Background: an optimization exercise with open tools, aiming at small area. Do not read the settings as production practice.
Function was checked by simulation only, so behaviour that the tests miss may differ from the original.
No activity file was given, so power comes from the tool's default toggle rates.

Setup of run A:
Design setup_param, start of the top module:
module setup_param #(
    parameter int NUM_USERS      = 4,
    parameter int PASS_MAX       = 12,
    parameter int BIP_MIN        = 5,
    parameter int BIP_MAX        = 60,
    parameter int TRANCA_MIN     = 5,
    parameter int TRANCA_MAX     = 60,
    parameter int TIMEOUT_CYCLES = 500
) (
    input  logic       clk,
    input  logic       rst_n,
    input  logic       setup_on,
    input  logic [3:0] digitos_value,
    input  logic       digitos_valid,
    output logic       display_en,
    output setup_pkg::bcdPac_t    bcd_pac,
    output setup_pkg::setupPac_t  data_setup_new,
    output logic       data_setup_ok
);
==> flow/config.mk <==
export PLATFORM = sky130hd
export DESIGN_NAME = setup_param
export DESIGN_NICKNAME = setup_param
export VERILOG_FILES = /design/flow/design.v
export SDC_FILE = /design/flow/constraint.sdc
export NUM_CORES = 4
export LEC_CHECK = 0
export CAP_MARGIN = 0
export CORE_MARGIN = 2
export CORE_UTILIZATION = 70
export SLEW_MARGIN = 0
==> flow/constraint.sdc <==
create_clock -name core_clock -period 10.0 [get_ports {clk}]
set_input_delay 2.0000 -clock core_clock [delete_from_list [all_inputs] [get_ports {clk}]]
set_output_delay 2.0000 -clock core_clock [all_outputs]
set_load 0.01 [all_outputs]
standard.sh (not shown) runs the stock make flow with config.mk's settings and CLKGATE_MAP_FILE= SYNTH_SCRIPT=/design/flow/synth_recipe.tcl, a recipe that flattens the netlist after the stock synthesis.
==> flow/flow/run.sh <==
#!/bin/bash
# Standard ORFS layout with three changes to how it is made:
#  - constant outputs: tie cells are shared (at most TIE_FANOUT ports each) instead of one per port
#  - port buffers use the smallest buffer (buf_1) instead of the resizer's default pick
#  - CTS without dummy loads
set -uo pipefail
HERE=$(cd "$(dirname "$0")" && pwd)

export POST_FLOORPLAN_TCL=$HERE/tie.tcl
export BUFFER_PORTS_ARGS="-buffer_cell sky130_fd_sc_hd__buf_1"
[ -f "$HERE/cts_args" ] && export CTS_ARGS="$(cat "$HERE/cts_args")"
bash standard.sh > standard.log 2>&1
rc=$?
cp -r orfs/logs . 2>/dev/null || true
exit $rc
==> flow/flow/cts_args <==
-sink_clustering_enable -repair_clock_nets -dont_use_dummy_load -sink_clustering_size 10 -sink_clustering_max_diameter 40 -buf_list {sky130_fd_sc_hd__clkbuf_4}
==> flow/flow/tie.tcl <==
# Constant outputs: after the standard per-load tie repair, let one tie cell drive
# up to TIE_GROUP ports instead of one tie cell per port.
set tie_group 32
set block [ord::get_db_block]
array set ties {}
foreach inst [$block getInsts] {
  if {[[$inst getMaster] getName] ne "sky130_fd_sc_hd__conb_1"} { continue }
  foreach it [$inst getITerms] {
    set pin [[$it getMTerm] getName]
    if {$pin ne "HI" && $pin ne "LO"} { continue }
    set net [$it getNet]
    if {$net eq "NULL" || $net eq ""} { continue }
    lappend ties($pin) [list $inst $net]
  }
}
foreach pin [array names ties] {
  set n 0
  set target ""
  foreach pair $ties($pin) {
    lassign $pair inst net
    if {$n % $tie_group == 0} {
      set target $net
    } else {
      foreach bt [$net getBTerms] { $bt connect $target }
      foreach it [$net getITerms] {
        if {[$it getInst] ne $inst} { $it connect $target }
      }
      odb::dbInst_destroy $inst
      odb::dbNet_destroy $net
    }
    incr n
  }
  puts "tie.tcl: $pin ties merged from $n to [expr {($n + $tie_group - 1) / $tie_group}]"
}
Input changes introduced in run B (baseline for comparison: run A):
==> flow/flow/cts_args <==
-sink_clustering_enable -repair_clock_nets -dont_use_dummy_load -sink_clustering_size 6 -sink_clustering_max_diameter 30 -buf_list {sky130_fd_sc_hd__clkbuf_2}
## What came out
- Run A and run B ended up with roughly the same required time of the critical path.
- Comparing run B and run A, time the worst path needs with I/O delays and setup is lower on run A.
- Diff run B and run A: number of filler cells placed in the layout lower in run A
- Run B vs run A on aggregate routed wire length: run B is the higher one.
- Run A → run B: wire length on met3 increased by 4.1% relative to the old numbers; leakage power total increased by 0.15 nW relative to the old numbers; actual slew at the worst max-slew pin increased by 0.0040 ns relative to the old numbers; highest clock frequency the design can meet decreased by 5.9% relative to the old numbers.
Edits applied to the flow inputs when going from run B to run C:
- CORE_UTILIZATION now 82, was 70
- SLEW_MARGIN now 20, was 0
- CAP_MARGIN now 20, was 0
==> flow/flow/cts_args <==
-sink_clustering_enable -repair_clock_nets -dont_use_dummy_load -sink_clustering_size 10 -sink_clustering_max_diameter 40 -buf_list {sky130_fd_sc_hd__clkbuf_4}
Results
Non-filler instance count after layout of run C falls short of that of run B by a few percent. When run C is set beside run B, its width of the chip turns out to be about 7% smaller. | clock power | run C vs run B | better |. Going from run B to run C, post-route fraction of the period consumed by the critical path went down by 1.5 points, maximum achievable frequency increased by about 3.7% relative to the old numbers, final critical delay including setup and external delays shrank by 0.15 ns. Looking at number of buffers created by CTS, run C sits below run B. Compared with run B, in run C area growth from synthesis to layout shrank by 0.36 points; via count grew by about 0.7%.
## Diff of input files: run D against run C
- CORE_UTILIZATION now 70, was 82
==> flow/flow/cts_args <==
-sink_clustering_enable -repair_clock_nets -dont_use_dummy_load -sink_clustering_size 18 -sink_clustering_max_diameter 50 -buf_list {sky130_fd_sc_hd__clkbuf_8}
Results
wrk_pass_r[117] as the last element of the critical path was reported by run D, and display_en by run C.
In the reports for run C and run D, the larger global-route total usage across every layer belongs to run C.
Run D has met3 track demand over resource in global routing below what run C had.
The fraction of area in multi-input gates of run D and that of run C are within noise of each other.
Relative to run C, the via count measured on run D has decreased by a few percent.
Count of inserted tapcells: run C and run D compared, higher one is run D
Run D vs run C: die area up
Re remaining max-slew budget at the tightest pin: run C and run D aren't equal, and the higher value belongs to run D.
Run D ended with less level count of the clock H-tree than run C.

port drivers added, routing unchanged:
The flow's constraints put no driver on any port. The routed layouts listed below were extracted and timed again, unchanged, in two steps. Step 1, drivers: a clkbuf_16 drives clk and a buf_2 each remaining input, both assumed. Step 2 times the ports against the registers' clock, not the clock port: input delays grow and output delays shrink by t, the midpoint of the rising clock arrivals with the driver on. a / b / c = ideal / step 1 / step 2; a / b = the first two.
run | shift t [ns] | slack for setup (ns) | slew at the worst register clock pin (ns)
run A | 0.709 | 6.149 / 6.109 / 5.478 | 0.11 / 0.11
run B | 0.942 | 5.908 / 5.871 / 5.433 | 0.12 / 0.12
run C | 0.721 | 6.054 / 6.019 / 5.357 | 0.11 / 0.11
run D | 0.611 | 6.070 / 6.086 / 5.475 | 0.11 / 0.11
After both steps every run listed still meets setup and hold. The setup slack of run C, which loses most, moves by -0.035 ns with the drivers and by -0.697 ns with both steps.
